Source: an optimization exercise on an open RTL-to-GDS flow (aim: small area, a short achievable clock period and few clock cycles). Production flows keep margins and buffers that such runs may drop. No functional check of the RTL was part of any run shown here. No activity file was given, so power comes from the tool's default toggle rates.

--- flow/flow/run.sh ---
#!/bin/bash
set -euo pipefail
export BUFFER_PORTS_ARGS="-buffer_cell sky130_fd_sc_hd__buf_1"
bash standard.sh MATCH_CELL_FOOTPRINT=0 finish > standard_flow.log 2>&1
--- flow/standard.sh ---
#!/bin/bash
# synth_recipe.tcl (not shown) runs the flow's synth.tcl, then flattens the netlist and writes it again
# the make line also repeats each setting of config.mk as NAME=value (left out here)
make -C /OpenROAD-flow-scripts/flow DESIGN_CONFIG=/design/flow/config.mk WORK_HOME=/design/flow/orfs CLKGATE_MAP_FILE= SYNTH_SCRIPT=/design/flow/synth_recipe.tcl "${@:-finish}"
--- flow/config.mk ---
export PLATFORM = sky130hd
export DESIGN_NAME = hart_mem_sys
export DESIGN_NICKNAME = hart_mem_sys
export VERILOG_FILES = /design/flow/design.v
export SDC_FILE = /design/flow/constraint.sdc
export NUM_CORES = 4
export LEC_CHECK = 0
export ABC_AREA = 0
export CAP_MARGIN = 20
export CORE_MARGIN = 2
export CORE_UTILIZATION = 25
export CTS_BUF_LIST = sky130_fd_sc_hd__clkbuf_2
export PLACE_DENSITY = 0.8
export SETUP_SLACK_MARGIN = 2.5
export SLEW_MARGIN = 20
export SYNTH_HIERARCHICAL = 1
export SYNTH_MINIMUM_KEEP_SIZE = 0
--- flow/constraint.sdc ---
create_clock -name core_clock -period 6.0 [get_ports {i_clk}]
set_input_delay 1.2000 -clock core_clock [delete_from_list [all_inputs] [get_ports {i_clk}]]
set_output_delay 1.2000 -clock core_clock [all_outputs]
set_load 0.01 [all_outputs]
--- flow/design.v ---
package hart_mem_pkg;
    typedef logic [32-1:0] word_t;
    typedef logic [4-1:0] byte_mask_t;
    typedef enum logic [1:0] {
        LS_BYTE = 2'd0,
        LS_HALF = 2'd1,
        LS_WORD = 2'd2
    } ls_size_e;
    typedef enum logic [1:0] {
        OWN_NONE   = 2'd0,
        OWN_ICACHE = 2'd1,
        OWN_DCACHE = 2'd2
    } bus_owner_e;
endpackage
`timescale 1ns/1ps
module addr_sel_ls (
    input  logic i_read,
    input  logic i_write,
    input  logic i_turn,
    output logic o_sel
);
    assign o_sel = (i_read || i_write) && i_turn;
endmodule
module addr_sel_fetch (
    input  logic i_read,
    input  logic i_write,
    input  logic i_turn,
    output logic o_sel
);
    assign o_sel = !((i_read || i_write) && i_turn);
endmodule
module addr_mux (
    input  logic [29:0] i_ls,
    input  logic [29:0] i_fetch,
    input  logic        i_sel_ls,
    input  logic        i_sel_fetch,
    output logic [29:0] o_addr
);
    assign o_addr = (i_ls & {30{i_sel_ls}}) | (i_fetch & {30{i_sel_fetch}});
endmodule
`timescale 1ns/1ps
module ld_sign (
    input  logic [3:0] i_sel,     
    input  logic [3:0] i_tops,    
    output logic       o_sign
);
    assign o_sign = |(i_sel & i_tops);
endmodule
`timescale 1ns/1ps
module hart_mem_sys (
    input  logic                   i_clk,
    input  logic                   i_rst_n,
    input  logic [31:0]            i_fetch_addr,
    output logic [31:0]            o_fetch_inst,
    output logic                   o_fetch_busy,
    input  logic                   i_ls_read,
    input  logic                   i_ls_write,
    input  logic [31:0]            i_ls_addr,
    input  logic [31:0]            i_ls_wdata,
    input  logic [1:0]             i_ls_size,
    input  logic                   i_ls_unsigned,
    output logic [31:0]            o_ls_rdata,
    output logic                   o_ls_trap,
    output logic                   o_ls_busy,
    output logic                   o_mem_ren,
    output logic                   o_mem_wen,
    output logic [31:0]            o_mem_addr,
    output logic [31:0]            o_mem_wdata,
    input  logic [31:0]            i_mem_rdata,
    input  logic                   i_mem_valid,
    input  logic                   i_mem_ready
);
    logic       rd_none, rd_f, rd_l, rd_s;
    logic       rd_none_d, rd_f_d, rd_l_d, rd_s_d;
    logic [1:0] off_q;
    logic [1:0] size_q;
    logic       uns_q;
    always_ff @(posedge i_clk) begin
        if (!i_rst_n) begin
            rd_none <= 1'b1;
            rd_f    <= 1'b0;
            rd_l    <= 1'b0;
            rd_s    <= 1'b0;
        end else begin
            rd_none <= rd_none_d;
            rd_f    <= rd_f_d;
            rd_l    <= rd_l_d;
            rd_s    <= rd_s_d;
        end
        off_q  <= i_ls_addr[1:0];
        size_q <= i_ls_size;
        uns_q  <= i_ls_unsigned;
    end
    logic is_byte, is_half, is_word, mis_q;
    assign is_byte = (size_q == 2'd0);
    assign is_half = (size_q == 2'd1);
    assign is_word = size_q[1];
    assign mis_q   = (is_half && off_q[0]) || (is_word && (off_q != 2'b00));
    logic ls_turn_q, ls_turn_d;
    logic ls_sel, word_store, ls_done;
    always_ff @(posedge i_clk) begin
        if (!i_rst_n) ls_turn_q <= 1'b1;
        else          ls_turn_q <= ls_turn_d;
    end
    assign word_store = i_ls_write && i_ls_size[1] && (i_ls_addr[1:0] == 2'b00);
    logic sel_fetch;
    addr_sel_ls u_sel_ls (
        .i_read(i_ls_read), .i_write(i_ls_write), .i_turn(ls_turn_q), .o_sel(ls_sel)
    );
    addr_sel_fetch u_sel_fetch (
        .i_read(i_ls_read), .i_write(i_ls_write), .i_turn(ls_turn_q), .o_sel(sel_fetch)
    );
    assign o_mem_wen  = i_mem_ready && ((rd_none && ls_turn_q && word_store) ||
                                        (rd_s && i_mem_valid && !mis_q));
    assign o_mem_ren  = i_mem_ready && ((rd_none && !(ls_turn_q && word_store)) ||
                                        (rd_l && i_mem_valid));
    addr_mux u_addr_mux (
        .i_ls(i_ls_addr[31:2]), .i_fetch(i_fetch_addr[31:2]),
        .i_sel_ls(ls_sel), .i_sel_fetch(sel_fetch), .o_addr(o_mem_addr[31:2])
    );
    assign o_mem_addr[1:0] = 2'b00;
    assign ls_done = (i_ls_read || i_ls_write) && !o_ls_busy;
    always_comb begin
        rd_none_d = rd_none;
        rd_f_d    = rd_f;
        rd_l_d    = rd_l;
        rd_s_d    = rd_s;
        if (i_mem_valid) begin
            rd_none_d = 1'b1;
            rd_f_d    = 1'b0;
            rd_l_d    = 1'b0;
            rd_s_d    = 1'b0;
        end
        if (o_mem_ren) begin
            rd_none_d = 1'b0;
            rd_f_d    = !ls_sel;
            rd_l_d    = ls_sel && !i_ls_write;
            rd_s_d    = ls_sel && i_ls_write;
        end
        ls_turn_d = ls_turn_q;
        if (ls_done || (o_mem_ren && ls_sel && i_ls_read)) ls_turn_d = 1'b0;
        if (!o_fetch_busy) ls_turn_d = 1'b1;
    end
    assign o_fetch_inst = i_mem_rdata;
    assign o_fetch_busy = !(rd_f && i_mem_valid);
    assign o_ls_busy = !(o_mem_wen || ((rd_l || (rd_s && mis_q)) && i_mem_valid));
    assign o_ls_trap = mis_q && (rd_l || rd_s);
    logic [3:0] mask, sel_old, sel_own, sel_lo, sel_hi;
    always_comb begin
        if (is_byte)      mask = 4'b0001 << off_q;
        else if (is_half) mask = off_q[1] ? 4'b1100 : 4'b0011;
        else              mask = 4'b1111;
    end
    always_comb begin
        sel_old = 4'b0000;
        sel_own = 4'b1111;
        sel_lo  = 4'b0000;
        sel_hi  = 4'b0000;
        if (rd_s) begin
            sel_old = ~mask;
            sel_own = mask & (is_half ? 4'b0011 : 4'b0001);
            sel_lo  = mask & (is_half ? 4'b0100 : 4'b1110);
            sel_hi  = mask & (is_half ? 4'b1000 : 4'b0000);
        end
    end
    always_comb begin
        for (int k = 0; k < 4; k++) begin
            o_mem_wdata[8*k +: 8] = ({8{sel_old[k]}} & i_mem_rdata[8*k +: 8]) |
                                    ({8{sel_own[k]}} & i_ls_wdata[8*k +: 8]) |
                                    ({8{sel_lo[k]}}  & i_ls_wdata[7:0]) |
                                    ({8{sel_hi[k]}}  & i_ls_wdata[15:8]);
        end
    end
    logic [3:0] lo_sel, sign_b_sel, sign_h_sel;
    logic       sign_b, sign_bh;
    assign lo_sel     = 4'b0001 << off_q;
    assign sign_b_sel = (uns_q || !is_byte) ? 4'b0000 : lo_sel;
    assign sign_h_sel = (uns_q || !is_half) ? 4'b0000 : (off_q[1] ? 4'b1000 : 4'b0010);
    logic [3:0] tops;
    assign tops = {i_mem_rdata[31], i_mem_rdata[23], i_mem_rdata[15], i_mem_rdata[7]};
    ld_sign u_sign_b  (.i_sel(sign_b_sel), .i_tops(tops), .o_sign(sign_b));
    ld_sign u_sign_bh (.i_sel(sign_b_sel | sign_h_sel), .i_tops(tops), .o_sign(sign_bh));
    always_comb begin
        o_ls_rdata[7:0]   = ({8{lo_sel[0]}} & i_mem_rdata[7:0]) |
                            ({8{lo_sel[1]}} & i_mem_rdata[15:8]) |
                            ({8{lo_sel[2]}} & i_mem_rdata[23:16]) |
                            ({8{lo_sel[3]}} & i_mem_rdata[31:24]);
        o_ls_rdata[15:8]  = ({8{!is_byte && !off_q[1]}} & i_mem_rdata[15:8]) |
                            ({8{!is_byte &&  off_q[1]}} & i_mem_rdata[31:24]) |
                            {8{sign_b}};
        o_ls_rdata[31:16] = ({16{is_word}} & i_mem_rdata[31:16]) | {16{sign_bh}};
    end
endmodule
==> results of run 1 <==
==> worst paths after layout <==
| path | slack, ps | cells after the start | end |
|---|---|---|---|
| max | 2400 | 4 | o_mem_addr[10] |
| min | 540 | 2 | rd_none |
| max reg2reg | 4330 | 6 | rd_s |
| min reg2reg | 540 | 2 | rd_none |
==> per-module statistics from Yosys, one instance, submodules excluded <==
module,copies in the design,flip-flops and latches,cell area [sq um],cells
hart_mem_sys,1,10,1827,225
addr_mux,1,0,311.5,36
ld_sign,2,0,18.77,3
addr_sel_ls,1,0,7.507,1
addr_sel_fetch,1,0,5.005,1
==> logic make-up after synthesis <==
group	Yosys count	share of synthesized area [%]
AOI/OAI and AO/OA	107	41.51
buffers and inverters	70	19.50
DFF	10	9.148
muxes	24	16.01
other	1	0.1714
and+or+nand+nor	57	13.67
==> state kept, by name, summed over array words and instances, names as in the netlist <==
register   count
rd_f           1
rd_s           1
size_q         2
rd_none        1
uns_q          1
off_q          2
rd_l           1
ls_turn_q      1
==> what timing repair did <==
action / 4_1_cts / 5_1_grt
hold buffers: 0 / 0
setup endpoints to repair: 89 / 71
setup buffers: 3 / 3
gates resized for setup: 22 / 12
pin swaps: 3 / 4
cloned: 0 / 1
hold endpoints to repair: 0 / 0
==> synth_stat cells (2+ instances only) <==
cell / number
sky130_fd_sc_hd__buf_2: 8
sky130_fd_sc_hd__nor2b_1: 8
sky130_fd_sc_hd__nor3_1: 3
sky130_fd_sc_hd__nor3b_1: 5
sky130_fd_sc_hd__a222oi_1: 16
sky130_fd_sc_hd__clkbuf_1: 8
sky130_fd_sc_hd__a22oi_1: 4
sky130_fd_sc_hd__buf_6: 3
sky130_fd_sc_hd__nor2_1: 8
sky130_fd_sc_hd__o21bai_1: 8
sky130_fd_sc_hd__a22o_1: 30
sky130_fd_sc_hd__nand3b_1: 3
sky130_fd_sc_hd__nand2_1: 20
sky130_fd_sc_hd__a21o_1: 19
sky130_fd_sc_hd__mux2_2: 8
sky130_fd_sc_hd__dfxtp_1: 10
sky130_fd_sc_hd__o21a_1: 6
sky130_fd_sc_hd__nand2b_1: 2
sky130_fd_sc_hd__mux4_2: 8
sky130_fd_sc_hd__inv_1: 15
sky130_fd_sc_hd__and3_1: 3
sky130_fd_sc_hd__buf_4: 35
sky130_fd_sc_hd__a21oi_1: 5
sky130_fd_sc_hd__mux2i_1: 8
sky130_fd_sc_hd__a221o_1: 8
==> final cells by class <==
cell class / instances / area (sq um)
well taps: 108 / 135.1
clock buffers: 3 / 15.01
repair buffers: 274 / 1092
flip-flops and latches: 10 / 209.0
inverters: 16 / 60.06
multi-input cells: 191 / 1644
fillers: 934 / 5438
==> metal layers <==
metal	vias to the layer above	share of wire (%)	GRT usage [%]	routed length [microns]
li1	1466	-	-	-
met1	1504	36	23.73	4150
met2	215	55	44.30	6347
met3	13	7.5	2.086	878
met4	0	2.2	5.983	254
met5	-	0	0	0
==> worst max-delay path: stages <==
cell and delay (ps):
sky130_fd_sc_hd__buf_1 300, sky130_fd_sc_hd__o21a_4 420, sky130_fd_sc_hd__a22o_1 210, sky130_fd_sc_hd__buf_1 270
==> per-stage QoR <==
stage,std cells,utilization (%)
after floorplan,270,-
after global placement,592,34.70
after detailed placement,592,34.70
after CTS,598,35.72
after global routing,602,36.72
final,602,36.72
==> power by group <==
group | internal, mW | total, mW | switching (mW)
logic | 0.119 | 0.286 | 0.167
registers | 0.0700 | 0.0820 | 0.0119
clock network | 0.0136 | 0.0351 | 0.0215
total | 0.202 | 0.403 | 0.201
==> cell usage in the layout, fill, tap and decap left out, drive strengths merged, types with 5 or more instances in the layout <==
cell,instances
mux4,8
buf,274
a22o,30
a222oi,16
inv,16
mux2,8
o21a,6
a21o,19
dfxtp,10
nor2,8
nor2b,8
o21bai,8
mux2i,8
nor3b,5
a221o,8
a21oi,6
nand2,20
==> reports/metrics.sh, run 1 <==
SYNTH-EDFF-COUNT=0
SHARE_OF_LAYOUT_CELLS_ABOVE_DRIVE_STRENGTH_1_PCT=10.93
NUMBER_OF_DRC_VIOLATIONS_AFTER_DETAILED_ROUTING=0
CTS_TREE='built'
ACHIEVABLE-FREQUENCY_GHz=0.2777
POSTSYNTH.TOPFLOPCELL='sky130_fd_sc_hd__dfxtp_1'
VIAS_PER_CELL=5.312
PATH_CLASS='in -> out'
TOTAL_POWER_uW=402.9
LAYOUT.NETS=633
NETLIST.AREA_LEADER.SHARE_PCT=12.01
TIGHTEST_SLEW_PS=836.3
HTREE_NUM_LEVELS=1
INITIAL_UTILIZATION_PCT=25.47
ANTENNA_FOUND_INITIAL=0
DRT_WL_TOTAL_MICRONS=11630
CORE_AREA_SQ_UM=8593
FINALCRITICALPERIOD_PS=3601
GRT_MAX_DEGREE=35
DRV_CAP=0
TRITONCTS.NUM_BUFFERS=3
FINALSETUPTNS_PS=0
IR_DROP_V=0.00009904
FINALHOLDWORSTSLACK_PS=543.1
FLOORPLAN.IO_PINS=270
DPL.HPWL_MICRONS=9175
ASYNC_FLOP_SHARE_PCT=0
HOLD_START='rd_none'
CTSROOTBUFFERMASTER='sky130_fd_sc_hd__clkbuf_2'
P_LEAK_nW=1.216
DATA_ARRIVAL_AT_THE_ENDPOINT_OF_THE_CRITICAL_PATH_PS=2400
GLOBAL_ROUTE_WIRE_LENGTH_BEFORE_REPAIR_MICRONS=16230
TIMING_HOLD_VIOLATIONS_FINAL=0
INITIALDRTVIOLATIONCOUNT=208
SYNTH_SEQ_AREA_SHARE_PCT=9.148
GP_CONGESTION=0.9117
GRT_OVERFLOW_TOTAL=0
ANT_NETS=0
CRITICAL_PATH.STARTPOINT_TYPE='input port'
DPL_CELL_AREA_SQ_UM=2982
GRT_USAGE_PCT=21.90
FINALINSTANCEAREA_SQ_UM=3156
WORST_HOLD_CHECK_PATH_TYPE='reg -> reg'
RSZ_0062_RAISED_AFTER_GLOBAL_ROUTING='yes'
NETLIST_TOP_CELLS_AREA='sky130_fd_sc_hd__a22o_1, sky130_fd_sc_hd__buf_4, sky130_fd_sc_hd__dfxtp_1, sky130_fd_sc_hd__mux4_2, sky130_fd_sc_hd__a222oi_1'
CTS.PATH.MAX_BUFFERS=2
DP_SLACK_PS=1990
MIN_PERIOD_OVER_PERIOD_PCT=60.02
WORST-PATH-MAX-FANOUT=34
CLK_PIN_SLEW_WORST_PATHS_PS=100
SYNTH-WARNING-COUNT=7
CLOCK_INSERTION_DELAY_WORST_SKEW_PS=250
DIE_FOOTPRINT_SQ_UM=9518
TIMING.FINAL.SETUP_VIOLATIONS=0
DETAILED_ROUTE_VIA_COUNT=3198
SYN-INSTANCE-COUNT=269
FLOW.AREA_GROWTH_FROM_SYNTHESIS_PCT=44.20
DIE_H_MICRONS=97.56
POWER_DENSITY_nW_PER_UM2=127.7
SKEW_PS=15.84
WL_PER_CELL_MICRONS=19.32
FIRST_GLOBAL_VIAS=2909
PLACEMENT.IO_BUFFERS=265
YOSYS_REGISTER_BITS=10
DETAIL_ROUTE.FIRST_PASS.ITERATIONS=5
TIMING_MAX_TRANSITION_VIOLATIONS_FINAL=0
NUM_ROWS=34
WORST_EP_REQUIRED_TIME_PS=4800
RELSLEWSLACK_PCT=44.04
NUM_ANTENNA_CELLS=0
WORST_SLACK_PS=2399
SYN_AREA_PER_CELL_SQ_UM=8.135
WORSTSETUPENDPOINTTYPE='output pin'
CRIT-REG2REG-LAUNCH='ls_turn_q'
CELL_AREA_SYNTH_SQ_UM=2188
DIEWIDTH_MICRONS=97.56
SYNTH.LARGEST_AREA_CELL='sky130_fd_sc_hd__a22o_1'
CRIT_PATH_START='i_ls_read'
STATUS='finished clean'
POST_SYNTH_NUM_CELL_TYPES=43
CLOCK_SINK_COUNT=10
==> run 2, diff against run 1 <==
--- a/flow/design.v
+++ b/flow/design.v
@@ -37,6 +37,28 @@
     output logic [29:0] o_addr
 );
     assign o_addr = (i_ls & {30{i_sel_ls}}) | (i_fetch & {30{i_sel_fetch}});
+endmodule
+module bus_ctl (
+    input  logic i_ready,
+    input  logic i_valid,
+    input  logic i_write,
+    input  logic i_size1,
+    input  logic [1:0] i_offset,
+    input  logic i_fetch_turn,    
+    input  logic i_ls_turn,       
+    input  logic i_load,          
+    input  logic i_store_ok,      
+    input  logic i_store_mis,     
+    output logic o_ren,
+    output logic o_wen,
+    output logic o_ls_busy
+);
+    logic word_store;
+    assign word_store = i_write && i_size1 && (i_offset == 2'b00);
+    assign o_wen     = i_ready && ((i_ls_turn && word_store) || (i_store_ok && i_valid));
+    assign o_ren     = i_ready && (i_fetch_turn || (i_ls_turn && !word_store) ||
+                                   (i_load && i_valid));
+    assign o_ls_busy = !(o_wen || (i_valid && (i_load || i_store_mis)));
 endmodule
 `timescale 1ns/1ps
 module ld_sign (
@@ -97,12 +119,11 @@
     assign is_word = size_q[1];
     assign mis_q   = (is_half && off_q[0]) || (is_word && (off_q != 2'b00));
     logic ls_turn_q, ls_turn_d;
-    logic ls_sel, word_store, ls_done;
+    logic ls_sel, ls_done;
     always_ff @(posedge i_clk) begin
         if (!i_rst_n) ls_turn_q <= 1'b1;
         else          ls_turn_q <= ls_turn_d;
     end
-    assign word_store = i_ls_write && i_ls_size[1] && (i_ls_addr[1:0] == 2'b00);
     logic sel_fetch;
     addr_sel_ls u_sel_ls (
         .i_read(i_ls_read), .i_write(i_ls_write), .i_turn(ls_turn_q), .o_sel(ls_sel)
@@ -110,10 +131,13 @@
     addr_sel_fetch u_sel_fetch (
         .i_read(i_ls_read), .i_write(i_ls_write), .i_turn(ls_turn_q), .o_sel(sel_fetch)
     );
-    assign o_mem_wen  = i_mem_ready && ((rd_none && ls_turn_q && word_store) ||
-                                        (rd_s && i_mem_valid && !mis_q));
-    assign o_mem_ren  = i_mem_ready && ((rd_none && !(ls_turn_q && word_store)) ||
-                                        (rd_l && i_mem_valid));
+    bus_ctl u_bus_ctl (
+        .i_ready(i_mem_ready), .i_valid(i_mem_valid), .i_write(i_ls_write),
+        .i_size1(i_ls_size[1]), .i_offset(i_ls_addr[1:0]),
+        .i_fetch_turn(rd_none && !ls_turn_q), .i_ls_turn(rd_none && ls_turn_q),
+        .i_load(rd_l), .i_store_ok(rd_s && !mis_q), .i_store_mis(rd_s && mis_q),
+        .o_ren(o_mem_ren), .o_wen(o_mem_wen), .o_ls_busy(o_ls_busy)
+    );
     addr_mux u_addr_mux (
         .i_ls(i_ls_addr[31:2]), .i_fetch(i_fetch_addr[31:2]),
         .i_sel_ls(ls_sel), .i_sel_fetch(sel_fetch), .o_addr(o_mem_addr[31:2])
@@ -143,7 +167,6 @@
     end
     assign o_fetch_inst = i_mem_rdata;
     assign o_fetch_busy = !(rd_f && i_mem_valid);
-    assign o_ls_busy = !(o_mem_wen || ((rd_l || (rd_s && mis_q)) && i_mem_valid));
     assign o_ls_trap = mis_q && (rd_l || rd_s);
     logic [3:0] mask, sel_old, sel_own, sel_lo, sel_hi;
     always_comb begin
==> run 2 against run 1 <==
  * Sequential cell count is the same
  * Count of clock-buffer cells in the layout stayed put
  * Design area increased by 4.3%
  * Global-route usage up 0.54 points
  * Critical path depth stayed put
  * Power rose by 12%
  * Worst setup slack gained 150 ps
  * Critical path type unchanged
  * Critical endpoint is now o_ls_busy
==> reports/metrics.sh, run 2 <==
SEQPWRFRAC_PCT=17.6  # -2.7 points
ANT_NETS=0  # unchanged
DIE_FOOTPRINT_SQ_UM=10300  # +8.2%
DATA_ARRIVAL_AT_THE_ENDPOINT_OF_THE_CRITICAL_PATH_PS=2250  # -150 ps
INITIALDRTVIOLATIONCOUNT=224  # +7.7%
REG2REG_SETUP_SLACK_PS=3970  # -360 ps
WORST_R2R_ENDPOINT='ls_turn_q'
CLK_PIN_SLEW_WORST_PATHS_PS=90  # about the same
NETLIST.AREA_LEADER.SHARE_PCT=11.37  # -0.63 points
SYNTH_SEQ_AREA_SHARE_PCT=8.425  # -0.72 points
LEADING_CELL_TYPES_IN_THE_LAYOUT_FILL_AND_TAPS_EXCLUDED='sky130_fd_sc_hd__buf_1, sky130_fd_sc_hd__a22o_1, sky130_fd_sc_hd__nand2_1'
MIN_PERIOD_OVER_PERIOD_PCT=57.51  # -2.5 points
NUMBER_OF_DRC_VIOLATIONS_AFTER_DETAILED_ROUTING=0  # unchanged
WL_PER_CELL_MICRONS=20.20  # +4.6%
NUM_ROWS=35  # +2.9%
TOTAL_POWER_uW=453.2  # +12%
GRT_USAGE_PCT=22.44  # +0.54 points
CTSROOTBUFFERMASTER='sky130_fd_sc_hd__clkbuf_2'
STATUS='finished clean'
TIMING.HOLD.WORST_PATH_DEPTH=2  # unchanged
SHARE_OF_LAYOUT_CELLS_ABOVE_DRIVE_STRENGTH_1_PCT=11.11  # +0.18 points
TRITONCTS.NUM_BUFFERS=3  # unchanged
HTREE_NUM_LEVELS=1  # unchanged
PATH_CLASS='in -> out'
SYNTH.LARGEST_AREA_CELL='sky130_fd_sc_hd__buf_4'
SYNTH_COMMON_CELLS='sky130_fd_sc_hd__buf_4, sky130_fd_sc_hd__a22o_1, sky130_fd_sc_hd__nand2_1, sky130_fd_sc_hd__a21o_1, sky130_fd_sc_hd__inv_1'
CLOCK_SINK_COUNT=10  # unchanged
WORST-PATH-MAX-FANOUT=8  # -76%
SKEW_PS=10.77  # -5.063 ps
REG_TOP3='off_q x2, size_q x2'
NETLIST_TOP_CELLS_AREA='sky130_fd_sc_hd__buf_4, sky130_fd_sc_hd__a22o_1, sky130_fd_sc_hd__dfxtp_1, sky130_fd_sc_hd__mux4_2, sky130_fd_sc_hd__a21o_1'
HOLD-PATH-ENDPOINT='rd_none'
DETAIL_ROUTE.FIRST_PASS.ITERATIONS=5  # unchanged
FINAL_UTIL_PCT=35.63  # -1.1 points
PWR-SHARE-COMB_PCT=74.2  # +3.3 points
DETAILED_ROUTE_VIA_COUNT=3389  # +6.0%
CRIT-REG2REG-LAUNCH='size_q[1]'
CTS-HOLD-FIX-BUFFERS=0  # unchanged
FINALSETUPTNS_PS=0  # unchanged
LAYOUT.NETS=642  # +1.4%
DRV_CAP=0  # unchanged
RELSLEWSLACK_PCT=56.94  # +13 points
RSZ_0062_RAISED_AFTER_GLOBAL_ROUTING='no'
DRT_WL_TOTAL_MICRONS=12850  # +10%
YOSYS_REGISTER_BITS=10  # unchanged
DPL.HPWL_MICRONS=9890  # +7.8%
FLOORPLAN.IO_PINS=270  # unchanged
SYNTH-WARNING-COUNT=7  # unchanged
TIGHTEST_SLEW_PS=645.2  # -191.1 ps
LAYOUT_COMMONEST_CELL='sky130_fd_sc_hd__buf_1'
TIMING.FINAL.SETUP_VIOLATIONS=0  # unchanged
GRT_MAX_DEGREE=29  # -17%
FLOW.AREA_GROWTH_FROM_SYNTHESIS_PCT=38.55
FIRST_GLOBAL_VIAS=2959  # +1.7%
POSTSYNTH.TOPFLOPCELL='sky130_fd_sc_hd__dfxtp_1'
SYN_AREA_PER_CELL_SQ_UM=8.337  # +2.5%
DIE_H_MICRONS=101.5  # +4.0%
SYNTH-EDFF-COUNT=0  # unchanged
ANTENNA_FOUND_INITIAL=3  # +3
WORST_EP_REQUIRED_TIME_PS=4800  # about the same
POWER.INTERNAL_uW=220.2  # +8.9%
ASYNC_FLOP_SHARE_PCT=0  # unchanged
CTS.PATH.MAX_BUFFERS=2  # unchanged
WORST_HOLD_CHECK_PATH_TYPE='reg -> reg'
WORSTREGTOREGCELLS=7  # +1
SWITCHING_POWER_uW=233.1  # +16%
CTS_TREE='built'
INITIAL_UTILIZATION_PCT=25.71  # +0.25 points
YOSYSMOSTFREQUENTCELL='sky130_fd_sc_hd__buf_4'
WORSTSETUPENDPOINTTYPE='output pin'
POWER_DENSITY_nW_PER_UM2=137.7  # +7.8%
DIEWIDTH_MICRONS=101.5  # +4.0%
HOLD_START='rd_none'
GP_CONGESTION=0.9085  # -0.35%
CELL_AREA_SYNTH_SQ_UM=2376  # +8.6%
FINALCRITICALPERIOD_PS=3451  # -150.8 ps
CLOCK_INSERTION_DELAY_WORST_SKEW_PS=250  # about the same
TIMING_HOLD_VIOLATIONS_FINAL=0  # unchanged
ACHIEVABLE-FREQUENCY_GHz=0.2898  # +4.4%
TIMING_MAX_TRANSITION_VIOLATIONS_FINAL=0  # unchanged
CLKPWRFRAC_PCT=8.2  # -0.5 points
VIAS_PER_CELL=5.329  # +0.31%
POST_SYNTH_NUM_CELL_TYPES=53  # +23%
CORE_AREA_SQ_UM=9240  # +7.5%
P_LEAK_nW=1.221  # +0.34%
CRITICAL_PATH.STARTPOINT_TYPE='input port'
POWER_SWITCHING_SHARE_PCT=51.42  # +1.6 points
PLACEMENT.IO_BUFFERS=265  # unchanged
GLOBAL_ROUTE_WIRE_LENGTH_BEFORE_REPAIR_MICRONS=17060  # +5.1%
SYN-INSTANCE-COUNT=285  # +5.9%
IR_DROP_V=0.00009872  # -0.33%
GRT_OVERFLOW_TOTAL=0  # unchanged
[run 2: worst max path at each step]
stage,from,to,slack [ps],cells after the start
after floorplan,i_mem_rdata[7],o_ls_rdata[20],2820,5
after global placement,i_ls_write,o_mem_addr[12],2010,4
after detailed placement,i_ls_write,o_mem_addr[12],1990,4
after CTS,i_ls_read,o_mem_addr[12],2470,4
after global routing,i_ls_write,o_ls_busy,2510,4
final,i_ls_write,o_ls_busy,2550,4
[run 2: layout make-up]
class | instances | area [sq um]
clock inverters | 1 | 3.754
diodes | 3 | 7.507
well taps | 129 | 161.4
multi-input cells | 208 | 1814
fillers | 994 | 5948
repair buffers | 270 | 1040
inverters | 12 | 48.80
flip-flops and latches | 10 | 201.4
clock buffers | 3 | 15.01
[run 2: worst max-delay path: stages]
cell and delay (ps):
sky130_fd_sc_hd__clkbuf_2 200, sky130_fd_sc_hd__and4bb_2 330, sky130_fd_sc_hd__a32oi_1 290, sky130_fd_sc_hd__buf_1 230
[run 2: kinds of logic after synthesis]
group,synth area share [%]
mux,15.06
other cells,0.1578
buf+inv,19.17
compound gates,45.60
flops,8.425
simple gates,11.58
[run 2: metal layers]
layer / wire (microns) / share of wire [%] / track usage, %
met1: 4571 / 36 / 23.68
met2: 6791 / 53 / 43.71
met3: 1050 / 8.2 / 3.658
met4: 437 / 3.4 / 9.044
met5: 0 / 0 / 0
[run 2: power by group through the flow]
stage	Combinational [mW]	Sequential [mW]	Clock, mW
2_1_floorplan	0.210	0.0758	0
3_3_place_gp	0.320	0.0792	0
3_5_place_dp	0.323	0.0794	0
4_1_cts	0.336	0.0797	0.0397
5_1_grt	0.360	0.0806	0.0422
6_report	0.336	0.0797	0.0373
[run 2: timing repair]
action / 4_1_cts / 5_1_grt
endpoints found under the setup margin: 89 / 38
buffers inserted: 2 / 0
pin swaps: 2 / 0
resized for setup: 16 / 5
cloned: 2 / 0
[run 2: Yosys stat by module (local to each module, per instance)]
module          area, sq um  copies in the design
addr_sel_ls           7.507                     1
addr_mux              311.5                     1
hart_mem_sys           1949                     1
addr_sel_fetch        5.005                     1
bus_ctl               65.06                     1
ld_sign               18.77                     2
[run 2: through the flow]
| stage | setup slack [ps] | hold slack, ps | instances | area (sq um) |
|---|---|---|---|---|
| global route | 2506 | 581.2 | 636 | 3292 |
| detailed placement | 1987 | 501.1 | 625 | 3152 |
| floorplan | 2816 | 486.6 | 286 | 2380 |
| global placement | 2006 | 490.5 | 625 | 3152 |
| finish | 2549 | 520.4 | 636 | 3292 |
| CTS | 2468 | 523.1 | 633 | 3273 |

afterwards: timing with drivers on the ports:
In the flow no input, the clock included, has a driving cell. The finished layouts below were timed again as built, in two steps.
Step 1 sets driving cells, clkbuf_16 on the clock port and buf_2 on the other inputs (assumed; they add their load-dependent delay and slew).
Step 2 moves the port delays by t, midway between the first and last clock arrival at a register: inputs arrive t later, outputs are due t later. That takes back most of the time a late clock gives input paths.
Three values: ideal ports, drivers, drivers and shift; two values: the first two.
run | t (ns) | setup WS [ns] | clock arrival spread, ns | worst data-port slew with drivers (ns) | pins driven straight from the clock port
run 1 | 0.264 | 2.399 / 2.354 / 2.354 | 0.016 / 0.015 | 0.07 | 1
run 2 | 0.261 | 2.549 / 2.526 / 2.526 | 0.011 / 0.010 | 0.11 | 1
After both steps every run listed still meets setup and hold. The setup slack of run 1, which loses most, moves by -0.045 ns with the drivers and by -0.045 ns with both steps.
